Background: an optimization exercise with open tools, aiming at small area, a short achievable clock period and few clock cycles. Do not read the settings as production practice.
The RTL was checked by simulation tests, not by an equivalence proof against the original design.
Power figures rest on the tool's default switching activity, not on a simulated workload.

Design qsim_top, start of the top module:
module qsim_top (
  input  logic        clk,
  input  logic        reset_n,
  input  logic        dut_valid,
  output logic        dut_ready,
  output logic [15:0] in_read_address,
  input  logic [63:0] in_read_data,
  output logic [15:0] gate_read_address,
  input  logic [63:0] gate_read_data,
  output logic        out_write_enable,
  output logic [15:0] out_write_address,
  output logic [63:0] out_write_data
);
  logic [3:0]  qm1;
  logic        s1_load;
  logic        s1_src_in;
  logic        s1_rd_ring;
  logic [3:0]  s1_pos;
  logic        s1_pass;
  logic        s1_ident;
  logic        s4_v;
  logic        s4_ring;
  logic        s4_first;
  logic [63:0] amplitude;
  logic [31:0] t_re_s, t_re_c, t_im_s, t_im_c;
  logic [63:0] in_q;
  always_ff @(posedge clk) begin
    in_q <= in_read_data;
  end
  qsim_ctrl u_ctrl (
    .clk               (clk),
    .reset_n           (reset_n),
    .dut_valid         (dut_valid),
    .in_read_data      (in_read_data),
    .dut_ready         (dut_ready),
    .in_read_address   (in_read_address),
    .gate_read_address (gate_read_address),
    .out_write_enable  (out_write_enable),
    .out_write_address (out_write_address),
    .qm1               (qm1),
    .s1_load           (s1_load),
    .s1_src_in         (s1_src_in),
    .s1_rd_ring        (s1_rd_ring),
    .s1_pos            (s1_pos),
    .s1_pass           (s1_pass),
    .s1_ident          (s1_ident),
    .s4_v              (s4_v),
    .s4_ring           (s4_ring),
    .s4_first          (s4_first)
  );
  qsim_cmac u_cmac (
    .clk       (clk),
    .gate_word (gate_read_data),
    .pass      (s1_pass),
    .ident     (s1_ident),
    .amplitude (amplitude),
    .load      (s1_load),
    .t_re_s    (t_re_s),
    .t_re_c    (t_re_c),
    .t_im_s    (t_im_s),
    .t_im_c    (t_im_c)
  );
  qsim_state_buffer u_buffer (
    .clk        (clk),
    .qm1        (qm1),
    .in_q       (in_q),
    .s1_src_in  (s1_src_in),
    .s1_rd_ring (s1_rd_ring),
  ...
Settings: LEC_CHECK=0, CAP_MARGIN=20, CORE_MARGIN=2, CORE_UTILIZATION=55, SETUP_SLACK_MARGIN=5, SLEW_MARGIN=20; clock period 12.5 ns.
standard.sh (not shown) runs the stock make flow with config.mk's settings and CLKGATE_MAP_FILE= SYNTH_SCRIPT=/design/flow/synth_recipe.tcl, a recipe that flattens the netlist after the stock synthesis.
==> flow/flow/run.sh <==
#!/bin/bash
# Standard synthesis unchanged, then the standard layout with repair_timing
# asked to leave more setup slack than the 12.5 ns clock needs.
set -euo pipefail
MARGIN=$(cat flow/margin.txt)
bash standard.sh synth > synth.log 2>&1
bash standard.sh SETUP_SLACK_MARGIN=$MARGIN finish > layout.log 2>&1
==> flow/flow/margin.txt <==
8
The first run passed the timing, DRC and antenna checks.
Testbench counts at the start, summed over its fixed seeds: cycles 58,226.
Rerun with:
==> flow/flow/margin.txt (replaced) <==
8.25
--- a/flow/config.mk
+++ b/flow/config.mk
@@ -10,0 +11,2 @@
+export CTS_CLUSTER_DIAMETER = 60
+export CTS_CLUSTER_SIZE = 28
Setup slack improves by 0.055 ns.
Cell area hardly moves.
Final cell count goes down by 0.49%.
Maximum frequency goes up by 1.2%.
Wire length goes up by 0.94%.
Clock power goes down by about 20%.
Sequential power hardly moves.
Utilization goes down by 0.14 points.
Rerun with:
==> flow/flow/margin.txt (replaced) <==
7.4
--- a/flow/config.mk
+++ b/flow/config.mk
@@ -11,2 +10,0 @@
-export CTS_CLUSTER_DIAMETER = 60
-export CTS_CLUSTER_SIZE = 28
Effect: The changed run finished with timing, DRC and antenna clean. Synthesized area stays the same. Count of clock-buffer cells in the layout increases by 205. Non-clock buffer count came out lower by 209. Global-route usage shrinks by 0.68 points. Fmax fell by roughly a tenth. Final area shrinks slightly. Via count went down slightly.
Rerun with:
==> flow/flow/margin.txt (replaced) <==
8
--- a/flow/config.mk
+++ b/flow/config.mk
@@ -10,0 +11,2 @@
+export CTS_CLUSTER_DIAMETER = 60
+export CTS_CLUSTER_SIZE = 28
=> The new run went through all stages and came out clean; clock-buffer cell count is lower by 197; die area is unchanged; non-clock buffer count climbs by 133; total power is lower by 3.5%; register-to-register slack gets better by 0.63 ns; first-iteration DRC count rose by 2.6%; design area hardly moves; final cell count hardly moves; synthesized area is unchanged; setup slack gets better by 0.63 ns; global-route usage grows by 0.16 points.

==> port drivers added, routing unchanged <==
No port has a modelled driver above. Below, the same layouts with a new extraction and two added sets of constraints.
Step 1 sets driving cells, clkbuf_16 on the clock port and buf_2 on the other inputs (assumed; they add their load-dependent delay and slew).
Step 2, shift: input delay + t, output delay - t, t = (earliest + latest rising clock arrival at the registers) / 2. This alone moves slack from input paths to output paths.
a / b / c = no drivers / after step 1 / after step 2; a / b = the first two.
| run | shift t [ns] | slack for setup (ns) | clock arrival spread, ns |
|---|---|---|---|
| the first run | 1.069 | 7.929 / 7.925 / 7.089 | 0.108 / 0.108 |
| the second run | 1.081 | 7.984 / 7.984 / 7.536 | 0.161 / 0.161 |
| the third run | 1.059 | 7.295 / 7.295 / 6.934 | 0.111 / 0.111 |
| the fourth run | 1.083 | 7.920 / 7.920 / 7.082 | 0.099 / 0.099 |
After both steps setup and hold are still met in every run listed. The setup slack of the first run, which loses most, moves by -0.004 ns with the drivers and by -0.840 ns with both steps.
